This is an optimization exercise on Yosys and OpenROAD, whose aim is small area, a short achievable clock period and few clock cycles per item, not a production implementation.
At most, simulation tests tie the RTL to the original design; equivalence was not proved.
No activity file was given, so power comes from the tool's default toggle rates.

## nickel
// card_marking_write_barrier
module card_marking_write_barrier #(
  parameter int unsigned ADDR_BITS  = 48,
  parameter int unsigned COUNT_BITS = 32
) (
  input  logic                              clk_i,
  input  logic                              rst_ni,
  input  logic                              cfg_we_i,
  input  logic [cmwb_pkg::CFG_IDX_W-1:0]    cfg_index_i,
  input  logic [cmwb_pkg::CFG_DATA_W-1:0]   cfg_data_i,
  input  logic                              in_valid_i,
  output logic                              in_stall_o,
  input  cmwb_pkg::in_word_t                in_data_i,
  output logic                              out_valid_o,
  input  logic                              out_stall_i,
  output cmwb_pkg::out_word_t               out_data_o
);
  logic        active_q;
  logic [47:0] old_base_q, young_base_q;
  logic [48:0] old_len_q, young_len_q;
  logic        old_len_set_q, young_len_set_q;
  logic [15:0] tag0_q, tag1_q, tag2_q;
  logic [2:0]  tag_set_q;
  logic              a_valid_q;
  cmwb_pkg::tests_t  a_tests_q;
  logic [47:0]       a_holder_q;
  logic        o_valid_q;
  logic [2:0]  o_verdict_q;
  logic [47:0] o_addr_q;
  logic              o_load, a_load, accept;
  cmwb_pkg::tests_t  tests;
  logic [2:0]        verdict;
  logic [4:0]        cnt_load;
  logic [4:0][31:0]  cnt;
  assign o_load     = !o_valid_q || !out_stall_i;
  assign a_load     = !a_valid_q || o_load;
  assign in_stall_o = out_stall_i;
  assign accept     = in_valid_i && !out_stall_i;
  always_ff @(posedge clk_i or negedge rst_ni) begin
    if (!rst_ni) begin
      active_q        <= 1'b0;
      old_base_q      <= '0;
      young_base_q    <= '0;
      old_len_set_q   <= 1'b0;
      young_len_set_q <= 1'b0;
      tag_set_q       <= '0;
    end else if (cfg_we_i) begin
      case (cfg_index_i)
  ...
Size: ~27000 sq um of cells after synthesis.
export LEC_CHECK = 0
export CAP_MARGIN = 20
export CORE_MARGIN = 2
export CORE_UTILIZATION = 55
export SETUP_SLACK_MARGIN = 4.3
export SLEW_MARGIN = 60
create_clock -name core_clock -period 7.5 [get_ports {clk_i}]
standard.sh (not shown) runs the stock make flow with config.mk's settings and CLKGATE_MAP_FILE= SYNTH_SCRIPT=/design/flow/synth_recipe.tcl, a recipe that flattens the netlist after the stock synthesis.
==> flow/flow/run.sh <==
#!/bin/bash
# The standard layout, with plain buffers on the ports, without the delay
# cells as buffers, and a clock tree of smaller buffers without dummy loads;
# every tool's output goes to standard.log and ORFS's logs
set -uo pipefail
DU="sky130_fd_sc_hd__probe_p_8 sky130_fd_sc_hd__probec_p_8 sky130_fd_sc_hd__lpflow_*"
DU="$DU sky130_fd_sc_hd__clkdlybuf4s* sky130_fd_sc_hd__dlygate* sky130_fd_sc_hd__dlymetal*"
CTS="-sink_clustering_enable -repair_clock_nets -dont_use_dummy_load"
CTS="$CTS -buf_list {sky130_fd_sc_hd__clkbuf_8 sky130_fd_sc_hd__clkbuf_16} -sink_clustering_size 22 -sink_clustering_max_diameter 100"
bash standard.sh "DONT_USE_CELLS=$DU" \
  "BUFFER_PORTS_ARGS=-buffer_cell sky130_fd_sc_hd__buf_1" \
  "CTS_ARGS=$CTS" finish > standard.log 2>&1
Testbench counts of nickel, summed over its fixed seeds: cycles 16,016, items 16,000.
Input-level comparison between willow and nickel:
- a change of SLEW_MARGIN from 60 to 20
- a change of CORE_UTILIZATION from 55 to 40
Results
Compared to nickel, the router laid down more metal wire for willow. willow — first-pass GRT wire length 7600 um higher, nickel as reference. Post-CTS repair timing setup buffer count: willow and nickel compared, higher one is willow. Compared with nickel, willow shows a higher switching power of the nets. Compared with nickel, in willow final-stage net count essentially unchanged, fmax essentially unchanged.
The inputs of umber differ from those of willow as listed below.
- changing CORE_UTILIZATION from 40 to 55
- setting TNS_END_PERCENT to 5 for the first time
Findings:
~same final net count in willow and umber
Looking at launch point of the critical path, the out_stall_i result is from umber; the in_data_i[41] one comes from willow.
Status: fmax parity (umber, willow)
[compare] base=willow new=umber: sequential share of layout area has increased, site row count has decreased.
Side by side, met1 demand-to-capacity share in global routing turned out higher in umber than in willow.
umber vs. willow: count of clock-buffer cells in the layout went down by 1.
Looking at initial core utilization, umber sits above willow.
In umber relative to willow, horizontal extent of the die had gone down by more than 10%.
Compared with willow, umber shows first-iteration DRC count that has gone up by more than 10%.
umber has detailed-routed wire length on met2 below what willow had.
For indigo, these inputs were changed with respect to umber:
- CORE_UTILIZATION changed from 55 to 65
- TNS_END_PERCENT removed (was 5)
## What came out
- Compared with umber, in indigo overall power comparable; least setup slack across all paths after layout now larger; setup slack on the worst flop-to-flop path now smaller; net switching component of the power now smaller.
- [compare] base=umber new=indigo: first-pass GRT wire length shows a reduction of about 2%; total global-route track usage moved up; non-clock buffer count rose 4; via total after detailed routing picked up an extra 2.0%.
- As of indigo, wire length on met3 had risen by a few percent compared to umber.
- The faster design of the two is indigo; umber tops out lower.
- Period utilization (higher): umber
Here is what was changed in the inputs of amber compared with indigo.
- a change of CORE_UTILIZATION from 65 to 50
Notes after the runs:
For indigo, the critical path class was flip-flop to flip-flop, unlike amber, where it was primary input to output port. On total number of cells along the worst setup path: between amber and indigo, it ends up higher for indigo. Per the comparison of amber with indigo, maximum number of pins on one net before global-route repair down 6; share of total power in sequential cells did not really move; post-CTS setup buffer count comparable. The fraction of area in registers reported for amber is smaller than that of indigo by 0.55 points.
Changes in juniper relative to amber:
- CORE_UTILIZATION changed from 50 to 55
- SETUP_SLACK_MARGIN changed from 4.3 to 4.45
## What came out
- First-iteration DRC count delta for juniper relative to amber: 4.4% higher
- Synthesis-to-finish area growth | juniper above amber
- Compare juniper and amber | maximum frequency lower: amber
- From amber to juniper the numbers moved as follows: combined area of the multi-input logic cells picked up an extra 0.87%; amount of wire on met2 after detailed routing picked up an extra 780 um.
- Horizontal die dimension (lower): juniper

* * *

card_marking_write_barrier, a different RTL version from the one above (not shown whole).
For scale: about 3,000 cells after synthesis, about 400 I/O pins.
Settings: LEC_CHECK=0, ABC_CLOCK_PERIOD_IN_PS=3000, CAP_MARGIN=20, CORE_MARGIN=2, CORE_UTILIZATION=40, SETUP_SLACK_MARGIN=4.5, SLEW_MARGIN=20; clock period 7.5 ns.
run.sh (not shown) runs the stock make flow with config.mk's settings and CLKGATE_MAP_FILE= SYNTH_SCRIPT=/design/flow/synth_recipe.tcl, a recipe that flattens the netlist after the stock synthesis.
Stock flow here: none of the scripts above is used.
Edit:
--- a/flow/config.mk
+++ b/flow/config.mk
@@ -8 +7,0 @@
-export ABC_CLOCK_PERIOD_IN_PS = 3000
@@ -12 +10,0 @@
-export SETUP_SLACK_MARGIN = 4.5
Outcome: The changed run passed the timing, DRC and antenna checks; worst setup slack is worse by 1000 ps; cell area decreases by 7.7%; synthesized cell count does not change; non-clock buffer count fell by 172; area after synthesis does not change; via count falls by about 4%; clock-buffer cell count decreases by 2; worst hold slack hardly moves; combinational power fell by about 17%.
No run of this note included a check of the RTL's function; only the layout flow was run.

* * *

RTL: one of the versions met above, not the one the previous note started from.
For scale: about 2100 cells after synthesis, ~540 flip-flops, roughly 27000 µm² of cells after synthesis.
clock: 7.5 ns
lec_check: 0
cap_margin: 20
core_margin: 2
core_utilization: 55
setup_slack_margin: 4.38
slew_margin: 20
standard.sh (not shown) runs the stock make flow with config.mk's settings and CLKGATE_MAP_FILE= SYNTH_SCRIPT=/design/flow/synth_recipe.tcl, a recipe that flattens the netlist after the stock synthesis.
Scripts as last shown in full above: flow/flow/run.sh
The starting point completed without violations.
Testbench counts at the start, summed over its fixed seeds: cycles 16,016, items 16,000.
==> next run, changes <==
- SETUP_SLACK_MARGIN: 4.38 -> 4.3
Effect: Power barely changes. Die area does not change. Global-route usage decreases by 0.50 points. First-iteration DRC count shrinks by 2.5%.

* * *

## violet
Another version of the RTL of card_marking_write_barrier (not shown whole).
Size in the first run: roughly 2,000 cells after synthesis, about 520 flip-flops, about 26,000 µm² of cells after synthesis.
clock: 7.5 ns
lec_check: 0
cap_margin: 20
core_margin: 2
core_utilization: 40
setup_slack_margin: 4.5
slew_margin: 20
==> flow/flow/run.sh <==
#!/bin/bash
# The standard layout, with plain buffers on the ports and without the
# delay cells as buffers; every tool's output goes to standard.log and ORFS's logs
set -uo pipefail
DU="sky130_fd_sc_hd__probe_p_8 sky130_fd_sc_hd__probec_p_8 sky130_fd_sc_hd__lpflow_*"
DU="$DU sky130_fd_sc_hd__clkdlybuf4s* sky130_fd_sc_hd__dlygate* sky130_fd_sc_hd__dlymetal*"
bash standard.sh "DONT_USE_CELLS=$DU" \
  "BUFFER_PORTS_ARGS=-buffer_cell sky130_fd_sc_hd__buf_1" finish > standard.log 2>&1
violet: full flow OK, the timing, DRC and antenna checks passed
Input-level comparison between ember and violet:
==> flow/flow/run.sh <==
#!/bin/bash
# The standard layout, with plain buffers on the ports, without the delay
# cells as buffers, and a clock tree of smaller buffers without dummy loads;
# every tool's output goes to standard.log and ORFS's logs
set -uo pipefail
DU="sky130_fd_sc_hd__probe_p_8 sky130_fd_sc_hd__probec_p_8 sky130_fd_sc_hd__lpflow_*"
DU="$DU sky130_fd_sc_hd__clkdlybuf4s* sky130_fd_sc_hd__dlygate* sky130_fd_sc_hd__dlymetal*"
CTS="-sink_clustering_enable -repair_clock_nets -dont_use_dummy_load"
CTS="$CTS -buf_list {sky130_fd_sc_hd__clkbuf_4 sky130_fd_sc_hd__clkbuf_8} -sink_clustering_size 20"
bash standard.sh "DONT_USE_CELLS=$DU" \
  "BUFFER_PORTS_ARGS=-buffer_cell sky130_fd_sc_hd__buf_1" \
  "CTS_ARGS=$CTS" finish > standard.log 2>&1
Findings:
ember did not stop at any stage, and its layout met the timing, DRC and antenna checks. Lower post-layout minimum cycle time among violet and ember: ember. Routed wire in ember totals less than in violet. ember vs violet: layout overhead on the synthesized area down. In the reports for violet and ember, the larger share of the final layout cell area in sequential cells belongs to ember. The hold slack of violet and that of ember are within noise of each other. There was hardly any difference in non-clock buffer count between ember and violet. The global-route wire length before repair on violet is in line with that on ember. ember ended up with a higher number of clock-tree buffers in the layout than violet did. Sort violet and ember by core occupancy in the finished layout desc -> top: violet. The run with more setup slack is ember; violet has less. | total placed instance area | ember vs violet | ≈ equal |.
No functional check of the RTL was part of any run of this note.

-- afterwards: timing with drivers on the ports --
The results above use ideal ports. As a check the final layouts listed here were re-extracted and re-timed, cells and wires unchanged.
Step 1 sets driving cells, clkbuf_16 on the clock port and buf_2 on the other inputs (assumed; they add their load-dependent delay and slew).
Step 2 times the ports against the registers' clock, not the clock port: input delays grow and output delays shrink by t, the midpoint of the rising clock arrivals with the driver on.
Three values: ideal, step 1, step 2; two values: the first two.
run	t, ns	slack for setup (ns)	hold WS [ns]	clock arrival spread, ns	worst data-port slew with drivers (ns)
nickel	0.657	4.231 / 4.234 / 3.616	0.479 / 0.479 / 0.479	0.036 / 0.036	0.09
willow	0.667	4.234 / 4.247 / 3.604	0.478 / 0.478 / 0.478	0.057 / 0.057	0.13
umber	0.648	4.229 / 4.199 / 3.607	0.479 / 0.479 / 0.479	0.046 / 0.046	0.10
indigo	0.636	4.267 / 4.225 / 3.656	0.482 / 0.482 / 0.482	0.034 / 0.034	0.10
amber	0.647	4.107 / 4.087 / 3.684	0.478 / 0.478 / 0.478	0.019 / 0.019	0.10
juniper	0.648	4.276 / 4.231 / 3.692	0.478 / 0.478 / 0.478	0.037 / 0.036	0.10
the first run of note 2	0.661	3.545 / 3.545 / 3.251	0.503 / 0.503 / 0.503	0.032 / 0.033	0.09
the second run of note 2	0.652	2.513 / 2.513 / 2.141	0.505 / 0.505 / 0.505	0.030 / 0.030	0.14
the first run of note 3	0.651	4.272 / 4.226 / 3.743	0.484 / 0.484 / 0.484	0.027 / 0.027	0.10
the second run of note 3	0.653	4.271 / 4.218 / 3.672	0.480 / 0.480 / 0.480	0.037 / 0.037	0.09
violet	0.663	3.979 / 3.973 / 3.335	0.470 / 0.470 / 0.470	0.037 / 0.036	0.15
ember	0.704	4.008 / 3.974 / 3.319	0.472 / 0.472 / 0.472	0.082 / 0.082	0.13
After both steps every run listed still meets setup and hold. The setup slack of ember, which loses most, moves by -0.034 ns with the drivers and by -0.689 ns with both steps.
